This is an optimization exercise on Yosys and OpenROAD, whose aim is small area and few clock cycles, not a production implementation.
Only simulation tests tie the RTL to the original design; equivalence was not proved.
Power figures rest on the tool's default switching activity, not on a simulated workload.

`config.mk`:
```
export PLATFORM = sky130hd
export DESIGN_NAME = dcache
export DESIGN_NICKNAME = dcache
export VERILOG_FILES = /design/flow/design.v
export SDC_FILE = /design/flow/constraint.sdc
export NUM_CORES = 4
export LEC_CHECK = 0
export CAP_MARGIN = 20
export CORE_MARGIN = 2
export CORE_UTILIZATION = 40
export SLEW_MARGIN = 20
```
`constraint.sdc`:
```
create_clock -name core_clock -period 12.0 [get_ports {CLK}]
set_input_delay 2.4000 -clock core_clock [delete_from_list [all_inputs] [get_ports {CLK}]]
set_output_delay 2.4000 -clock core_clock [all_outputs]
set_load 0.01 [all_outputs]
```
`design.v`:
```
package dcache_pkg;
  typedef logic [31:0] word_t;
  localparam int WORDS_PER_BLK = 2;
  localparam int WSEL_W        = $clog2(WORDS_PER_BLK);  
  localparam int BLKOFF_W      = WSEL_W + 2;             
  localparam word_t HIT_CNT_ADDR = 32'h0000_3100;
  typedef enum logic [2:0] {
    IDLE,        
    WB,          
    FILL,        
    FLUSH_SCAN,  
    FLUSH_WB,    
    HIT_STORE,   
    HALTED       
  } ctrl_state_t;
  typedef enum logic [1:0] {
    MEM_NONE,  
    MEM_WB,    
    MEM_FILL,  
    MEM_CNT    
  } mem_op_t;
endpackage
`timescale 1ns/1ps
module dcache_store #(
  parameter  int NSETS = 8,
  localparam int IDX_W = $clog2(NSETS),
  localparam int TAG_W = 32 - IDX_W - dcache_pkg::BLKOFF_W
) (
  input  logic                          CLK,
  input  logic                          nRST,
  input  dcache_pkg::word_t             addr,
  input  logic                          hit_ack,
  input  logic                          wr_hit_we,
  input  dcache_pkg::word_t             wdata,
  input  logic                          fill_we,
  input  logic [dcache_pkg::WSEL_W-1:0] fill_word,
  input  dcache_pkg::word_t             fill_data,
  input  logic                          fill_last,
  input  logic                          fill_way,
  input  logic [IDX_W-1:0]              sel_set,
  input  logic                          sel_way,
  input  logic                          clean_we,
  output logic                          hit,
  output logic                          hit_way,
  output dcache_pkg::word_t             rdata,
  output logic                          victim_way,
  output logic                          victim_dirty,
  output logic [TAG_W-1:0]              sel_tag,
  output logic                          sel_dirty,
  output dcache_pkg::word_t             sel_word0,
  output dcache_pkg::word_t             sel_word1
);
  logic [NSETS-1:0][1:0] valid_q;
  logic [NSETS-1:0][1:0] dirty_q;
  logic [NSETS-1:0]      lru_q;      
  localparam int WPB = dcache_pkg::WORDS_PER_BLK;   
  logic [TAG_W-1:0] tag_mem  [0:NSETS-1][0:1];
  logic [31:0]      data_mem [0:NSETS-1][0:1][0:WPB-1];
  logic [IDX_W-1:0]  idx;
  logic [TAG_W-1:0]  tag;
  logic [dcache_pkg::WSEL_W-1:0] wsel;
  logic              match0;
  logic              match1;
  assign idx  = addr[dcache_pkg::BLKOFF_W +: IDX_W];
  assign tag  = addr[31 -: TAG_W];
  assign wsel = addr[2 +: dcache_pkg::WSEL_W];
  assign match0 = valid_q[idx][0] && (tag_mem[idx][0] == tag);
  assign match1 = valid_q[idx][1] && (tag_mem[idx][1] == tag);
  assign hit     = match0 || match1;
  assign hit_way = match1;                         
  assign rdata   = data_mem[idx][hit_way][wsel];
  always_comb begin
    if (!valid_q[idx][0]) begin
      victim_way = 1'b0;
    end else if (!valid_q[idx][1]) begin
      victim_way = 1'b1;
    end else begin
      victim_way = lru_q[idx];
    end
  end
  assign victim_dirty = dirty_q[idx][victim_way];  
  assign sel_tag   = tag_mem[sel_set][sel_way];
  assign sel_dirty = dirty_q[sel_set][sel_way];
  assign sel_word0 = data_mem[sel_set][sel_way][0];
  assign sel_word1 = data_mem[sel_set][sel_way][1];
  always_ff @(posedge CLK) begin
    if (!nRST) begin
      valid_q <= '0;
      dirty_q <= '0;
      lru_q   <= '0;                        
    end else begin
      if (fill_we && fill_last) begin
        valid_q[idx][fill_way] <= 1'b1;
        dirty_q[idx][fill_way] <= 1'b0;     
        lru_q[idx]             <= ~fill_way;
      end else begin
        if (hit_ack) begin
          lru_q[idx] <= ~hit_way;           
        end
        if (wr_hit_we) begin
          dirty_q[idx][hit_way] <= 1'b1;
        end
      end
      if (clean_we) begin
        dirty_q[sel_set][sel_way] <= 1'b0;
      end
    end
  end
  always_ff @(posedge CLK) begin
    if (fill_we) begin
      data_mem[idx][fill_way][fill_word] <= fill_data;
    end
    if (fill_we && fill_last) begin
      tag_mem[idx][fill_way] <= tag;        
    end
    if (wr_hit_we) begin
      data_mem[idx][hit_way][wsel] <= wdata;
    end
  end
endmodule
`timescale 1ns/1ps
module dcache_ctrl #(
  parameter  int NSETS = 8,
  localparam int IDX_W = $clog2(NSETS),
  localparam int TAG_W = 32 - IDX_W - dcache_pkg::BLKOFF_W
) (
  input  logic                CLK,
  input  logic                nRST,
  input  logic                dmemren,
  input  logic                dmemwen,
  input  dcache_pkg::word_t   dmemaddr,
  input  logic                halt,
  input  logic                hit,
  input  logic                victim_way,
  input  logic                victim_dirty,
  input  logic [TAG_W-1:0]    sel_tag,
  input  logic                sel_dirty,
  input  logic                word_done,
  input  logic                blk_done,
  output logic                dhit,
  output logic                wr_hit_we,
  output logic                fill_way,
  output logic                fill_last,
  output logic [IDX_W-1:0]    sel_set,
  output logic                sel_way,
  output logic                clean_we,
  output dcache_pkg::mem_op_t mem_op,
  output dcache_pkg::word_t   mem_base,
  output dcache_pkg::word_t   hit_count,
  output logic                flushed
);
  dcache_pkg::ctrl_state_t state;
  dcache_pkg::ctrl_state_t next_state;
  logic             victim_q;      
  logic [IDX_W:0]   walk_q;        
  logic             just_filled;   
  logic             req;
  logic             in_flush;
  logic             walk_last;
  logic             walk_step;
  logic [IDX_W-1:0] req_idx;
  assign req       = dmemren || dmemwen;
  assign req_idx   = dmemaddr[dcache_pkg::BLKOFF_W +: IDX_W];
  assign in_flush  = (state == dcache_pkg::FLUSH_SCAN) || (state == dcache_pkg::FLUSH_WB);
  assign walk_last = &walk_q;      
  assign dhit      = (state == dcache_pkg::IDLE) && !halt && req && hit;
  assign wr_hit_we = dhit && dmemwen;
  assign sel_set   = in_flush ? walk_q[IDX_W:1] : req_idx;
  assign sel_way   = in_flush ? walk_q[0] : victim_q;
  assign fill_way  = victim_q;
  assign fill_last = (state == dcache_pkg::FILL) && blk_done;
  assign clean_we  = ((state == dcache_pkg::WB) || (state == dcache_pkg::FLUSH_WB)) && blk_done;
  assign flushed   = (state == dcache_pkg::HALTED);
  assign walk_step = ((state == dcache_pkg::FLUSH_SCAN) && !sel_dirty) ||
                     ((state == dcache_pkg::FLUSH_WB) && blk_done);
  always_comb begin
    next_state = state;
    unique case (state)
      dcache_pkg::IDLE: begin
        if (halt) begin
          next_state = dcache_pkg::FLUSH_SCAN;
        end else if (req && !hit) begin
          next_state = victim_dirty ? dcache_pkg::WB : dcache_pkg::FILL;   
        end
      end
      dcache_pkg::WB: begin
        if (blk_done) next_state = dcache_pkg::FILL;
      end
      dcache_pkg::FILL: begin
        if (blk_done) next_state = dcache_pkg::IDLE;           
      end
      dcache_pkg::FLUSH_SCAN: begin
        if (sel_dirty) begin
          next_state = dcache_pkg::FLUSH_WB;
        end else if (walk_last) begin
          next_state = dcache_pkg::HIT_STORE;
        end
      end
      dcache_pkg::FLUSH_WB: begin
        if (blk_done) next_state = walk_last ? dcache_pkg::HIT_STORE : dcache_pkg::FLUSH_SCAN;
      end
      dcache_pkg::HIT_STORE: begin
        if (word_done) next_state = dcache_pkg::HALTED;        
      end
      dcache_pkg::HALTED: next_state = dcache_pkg::HALTED;                 
      default: next_state = dcache_pkg::IDLE;
    endcase
  end
  always_comb begin
    mem_op   = dcache_pkg::MEM_NONE;
    mem_base = {dmemaddr[31:dcache_pkg::BLKOFF_W], {dcache_pkg::BLKOFF_W{1'b0}}};  
    unique case (state)
      dcache_pkg::WB, dcache_pkg::FLUSH_WB: begin
        mem_op   = dcache_pkg::MEM_WB;
        mem_base = {sel_tag, sel_set, {dcache_pkg::BLKOFF_W{1'b0}}};   
      end
      dcache_pkg::FILL: begin
        mem_op = dcache_pkg::MEM_FILL;
      end
      dcache_pkg::HIT_STORE: begin
        mem_op   = dcache_pkg::MEM_CNT;
        mem_base = dcache_pkg::HIT_CNT_ADDR;
      end
      default: mem_op = dcache_pkg::MEM_NONE;
    endcase
  end
  always_ff @(posedge CLK) begin
    if (!nRST) begin
      state       <= dcache_pkg::IDLE;
      victim_q    <= 1'b0;
      walk_q      <= '0;
      hit_count   <= '0;
      just_filled <= 1'b0;
    end else begin
      state <= next_state;
      if ((state == dcache_pkg::IDLE) && !halt && req && !hit) begin
        victim_q <= victim_way;    
      end
      if ((state == dcache_pkg::IDLE) && halt) begin
        walk_q <= '0;              
      end else if (walk_step) begin
        walk_q <= walk_q + 1'b1;
      end
      if (dhit) begin
        if (!just_filled) begin
          hit_count <= hit_count + 32'd1;
        end
        just_filled <= 1'b0;
      end else if ((state == dcache_pkg::FILL) && blk_done) begin
        just_filled <= 1'b1;
      end
    end
  end
endmodule
`timescale 1ns/1ps
module dcache_mem_port (
  input  logic                          CLK,
  input  logic                          nRST,
  input  dcache_pkg::mem_op_t           mem_op,
  input  dcache_pkg::word_t             mem_base,
  input  dcache_pkg::word_t             sel_word0,
  input  dcache_pkg::word_t             sel_word1,
  input  dcache_pkg::word_t             hit_count,
  input  dcache_pkg::word_t             dload,
  input  logic                          dwait,
  output logic                          dren,
  output logic                          dwen,
  output dcache_pkg::word_t             daddr,
  output dcache_pkg::word_t             dstore,
  output logic                          word_done,
  output logic                          blk_done,
  output logic                          fill_we,
  output logic [dcache_pkg::WSEL_W-1:0] fill_word,
  output dcache_pkg::word_t             fill_data
);
  logic [dcache_pkg::WSEL_W-1:0] word_cnt;   
  logic              is_store;
  logic              accept;
  logic              last;
  assign is_store = (mem_op == dcache_pkg::MEM_CNT);
  assign dren = (mem_op == dcache_pkg::MEM_FILL);
  assign dwen = (mem_op == dcache_pkg::MEM_WB) || is_store;
  assign daddr  = mem_base + (dcache_pkg::word_t'(word_cnt) << 2);
  assign dstore = is_store ? hit_count :
                  (word_cnt == '0) ? sel_word0 : sel_word1;
  assign accept    = (dren || dwen) && !dwait;
  assign last      = is_store || (word_cnt == dcache_pkg::WSEL_W'(dcache_pkg::WORDS_PER_BLK - 1));
  assign word_done = accept;
  assign blk_done  = accept && last;
  assign fill_we   = dren && !dwait;
  assign fill_word = word_cnt;
  assign fill_data = dload;
  always_ff @(posedge CLK) begin
    if (!nRST || (mem_op == dcache_pkg::MEM_NONE)) begin
      word_cnt <= '0;
    end else if (accept) begin
      word_cnt <= last ? '0 : word_cnt + 1'b1;   
    end
  end
endmodule
`timescale 1ns/1ps
module dcache #(
  parameter  int NSETS = 8,
  localparam int IDX_W = $clog2(NSETS),
  localparam int TAG_W = 32 - IDX_W - dcache_pkg::BLKOFF_W
) (
  input  logic              CLK,
  input  logic              nRST,
  input  logic              dmemren,
  input  logic              dmemwen,
  input  dcache_pkg::word_t dmemaddr,
  input  dcache_pkg::word_t dmemstore,
  input  logic              halt,
  output logic              dhit,
  output dcache_pkg::word_t dmemload,
  output logic              flushed,
  output logic              dren,
  output logic              dwen,
  output dcache_pkg::word_t daddr,
  output dcache_pkg::word_t dstore,
  input  dcache_pkg::word_t dload,
  input  logic              dwait
);
  logic             hit;
  logic             victim_way;
  logic             victim_dirty;
  logic [TAG_W-1:0] sel_tag;
  logic             sel_dirty;
  dcache_pkg::word_t            sel_word0;
  dcache_pkg::word_t            sel_word1;
  dcache_pkg::word_t            rdata;
  logic             wr_hit_we;
  logic             fill_way;
  logic             fill_last;
  logic [IDX_W-1:0] sel_set;
  logic             sel_way;
  logic             clean_we;
  dcache_pkg::mem_op_t          mem_op;
  dcache_pkg::word_t            mem_base;
  dcache_pkg::word_t            hit_count;
  logic             word_done;
  logic             blk_done;
  logic             fill_we;
  logic [dcache_pkg::WSEL_W-1:0] fill_word;
  dcache_pkg::word_t            fill_data;
  assign dmemload = rdata;   
  dcache_store #(.NSETS(NSETS)) i_store (
    .CLK, .nRST,
    .addr (dmemaddr), .hit_ack (dhit), .wr_hit_we, .wdata (dmemstore),
    .fill_we, .fill_word, .fill_data, .fill_last, .fill_way,
    .sel_set, .sel_way, .clean_we,
    .hit, .hit_way (), .rdata,       
    .victim_way, .victim_dirty,
    .sel_tag, .sel_dirty, .sel_word0, .sel_word1
  );
  dcache_ctrl #(.NSETS(NSETS)) i_ctrl (
    .CLK, .nRST,
    .dmemren, .dmemwen, .dmemaddr, .halt,
    .hit, .victim_way, .victim_dirty, .sel_tag, .sel_dirty,
    .word_done, .blk_done,
    .dhit, .wr_hit_we, .fill_way, .fill_last,
    .sel_set, .sel_way, .clean_we,
    .mem_op, .mem_base, .hit_count, .flushed
  );
  dcache_mem_port i_mem_port (
    .CLK, .nRST,
    .mem_op, .mem_base, .sel_word0, .sel_word1, .hit_count,
    .dload, .dwait,
    .dren, .dwen, .daddr, .dstore,
    .word_done, .blk_done,
    .fill_we, .fill_word, .fill_data
  );
endmodule
```
`run.sh`:
```
#!/bin/bash
# synth_recipe.tcl (not shown) runs the flow's synth.tcl, then flattens the netlist and writes it again
# the make line also repeats each setting of config.mk as NAME=value (left out here)
make -C /OpenROAD-flow-scripts/flow DESIGN_CONFIG=/design/flow/config.mk WORK_HOME=/design/flow/orfs CLKGATE_MAP_FILE= SYNTH_SCRIPT=/design/flow/synth_recipe.tcl finish
```
==> notes.md <==
GP Congestion=0.871; Iter 0 DRT Violations=6,076; largest net degree at the start of global routing=95; top post-synthesis cells by area=edfxtp_1 59%, mux4_2 14%, mux2i_1 9.6%; Max-Cap Viols=0; DR vias=46,600; Final Power=0.0146 W; hpwl dp=145,000 um; count leader, synth=edfxtp_1; Final Instance Area=0.0841 mm^2; first drt pass iteration count=6; RSZ-0062 raised after global routing=no; status=finished clean; port bufs=197; Via density=6.46; total CTS buffers=165; total setup buffers inserted after CTS=0; worst endpoint required time=roughly 9600 ps; Die H=431 um; die area=0.186 mm^2; initial core utilization=40.3%; # clock sinks=1,522; HP Class=reg -> reg; # fillers=15,500; IO Count=between 200 and 250; critical path class=in -> out; #FFs+latches synth=1,522; PwrDens=173 mW/mm^2; Synth Flop Type=edfxtp_1; first-pass GRT wire length=between 300,000 and 400,000 um; H-tree levels=4; Max-slew headroom=18.9%; total track usage=26.2%; Util after Layout=46.5%; Synth warnings=3; wire per inst=34.2 um; most frequent cells after synthesis=1,440 x edfxtp_1, 699 x mux2i_1, 446 x mux4_2; worst skew pair latency=850 ps; initial antenna violation count=5; CTS root buf=clkbuf_16; GR Overflow Total=0; final worst-path cycle share=92.3%; Post-Syn Area=0.0730 mm^2; Post-Route WL=roughly 250,000 um; CP Capture Type=primary output; CP startpoint kind=input pin; crit-path max FO=70; Slew Viols, Final=0; number of global-route vias before repair=roughly 46,000; highest clock rate=90.3 MHz; worst-case clock buffer depth=3; Core ar.=0.181 mm^2; placed cell areas=0.0787 mm^2; post_cts resized=0; final hold vios=0; post-synthesis sequential area ratio=61.5%; area grow syn2layout=15.2%; leading area contributor after synthesis=edfxtp_1; Remaining DRCs=0; Antenna Nets Post-Route=0; crit path time final=11,080 ps; Die W=431 um; Post-synth EDFFs=roughly 1,400; hold buffers post-CTS=0; Nets=~4,800; Final Setup Violations=0; # rows=156; CTS tree=built; synthesized instance count=4,493; post-synth cell types=86; syn avg cell area=16.3 um^2; share of the synthesized area in the top cell type=59.2%; setup TNS=0 ps; Worst-Margin Slew=approximately 1200 ps; Layout Skew=89.7 ps; Max VDD drop=0.183 mV; Critical Path AT=8680 ps; Pleak=30.2 nW; Clock Pin Slew Worst Setup and Hold Paths=around 60 ps; Synth async-reset ratio=0%; layout cells sized above 1=20.4%
## metal layers
layer | GRT usage (%) | part of all wire [%]
met5 | 0 | 0.0036
met4 | 11.5 | 4.9
met2 | 42.0 | 47
met1 | 35.1 | 39
met3 | 4.38 | 8.8
## path summary, 6_finish.rpt
kind                                             start                       end  slack [ps]  cells past startpoint
worst max-delay path                       dmemaddr[4]               dmemload[8]         920                     18
worst min-delay path                  i_store.lru_q[0]          i_store.lru_q[0]         460                      2
worst min register to register        i_store.lru_q[0]          i_store.lru_q[0]         460                      2
worst max register to register  i_store.tag_mem[11][0]  i_store.data_mem[24][19]        4350                     14
## power breakdown
part / switching, W / total [W] / internal [W]
registers: 0.0000368 / 0.00588 / 0.00584
logic: 0.00201 / 0.00361 / 0.00160
clock network: 0.00217 / 0.00510 / 0.00293
total: 0.00422 / 0.0146 / 0.0104
## layout by cell type, fill, tap and decap left out, types with 47 or more instances in the layout
| cell | netlist | layout |
|---|---|---|
| nand2_1 | 288 | 278 |
| o21ai_0 | 102 | 101 |
| a221oi_1 | 122 | 122 |
| mux2i_1 | 699 | 699 |
| a22oi_1 | 145 | 145 |
| a21oi_1 | 52 | 49 |
| mux4_2 | 446 | 446 |
| nor2_1 | 133 | 87 |
| clkdlybuf4s50_1 | 0 | 193 |
| dfxtp_1 | 82 | 81 |
| buf_4 | 14 | 166 |
| clkbuf_16 | 0 | 168 |
| edfxtp_1 | 1440 | 1440 |
| nor2_4 | 1 | 47 |
## stage by stage
| stage | setup slack (ps) | hold WS, ps | cells |
|---|---|---|---|
| 2_1_floorplan | 3820 | 432 | 4494 |
| 3_3_place_gp | 802 | 443 | 6904 |
| 3_5_place_dp | 777 | 458 | 6912 |
| 4_1_cts | 740 | 466 | 7214 |
| 5_1_grt | 688 | 476 | 7218 |
| 6_report | 922 | 465 | 7219 |
## flip-flops by register name, indices dropped and copies added, names as in the netlist
signal,count
i_ctrl.victim_q,1
i_ctrl.state,3
i_store.data_mem,1024
i_ctrl.hit_count,32
i_store.tag_mem,416
i_ctrl.just_filled,1
i_mem_port.word_cnt,1
i_store.lru_q,8
i_store.valid_q,16
i_store.dirty_q,16
i_ctrl.walk_q,4
## cells by family after synthesis
kind of cell,after synthesis,synth area share [%]
adders and majority gates,19,0.326
AOI/OAI and AO/OA,649,6.67
other,1,0.00513
buffers and inverters,365,2.20
and+or+nand+nor,707,4.88
muxes,1175,23.8
DFF,1522,61.5
xor gates and xnor gates,55,0.660
## worst max-delay path: stages
cell and delay (ps):
buf_4 550, buf_4 370, mux2_2 360, a221oi_1 350, o21ai_1 110, xor2_1 150, a2111oi_1 920, nand2_1 220
nor2_4 260, inv_8 200, buf_12 320, buf_4 380, mux2i_1 140, a22o_1 270, a221oi_1 250, nor4bb_1 320
buf_4 210, clkdlybuf4s50_1 550
## final cells by class
class,count,area (um^2),area share (%)
Tap cell,2370,2970,3.52
Sequential cell,1522,44900,53.3
Clock inverter,91,932,1.11
Multi-Input combinational cell,2607,27000,32.1
Antenna cell,2,5.00,0.00595
Timing Repair Buffer,386,3750,4.46
Inverter,30,135,0.161
Clock buffer,211,4450,5.28
Testbench counts, summed over its fixed seeds: cycles 11,326.

[separate check: timing with driven ports]
How much do the figures lean on ideal ports? The routed layout below was timed once more, with nothing changed but the port constraints.
Step 1, drivers: a clkbuf_16 drives CLK and a buf_2 each remaining input, both assumed.
Step 2 times the ports against the registers' clock, not the clock port: input delays grow and output delays shrink by t, the midpoint of the rising clock arrivals with the driver on.
a / b / c = no drivers / after step 1 / after step 2; a / b = the first two.
t (ns): 0.898
slack for setup (ns): 0.922 / 0.858 / 0.858
worst slew at a driven data input, ns: 0.16
After both steps setup and hold are still met in this run. For this run, drivers alone change the setup slack by -0.064 ns; drivers and shift together by -0.064 ns.
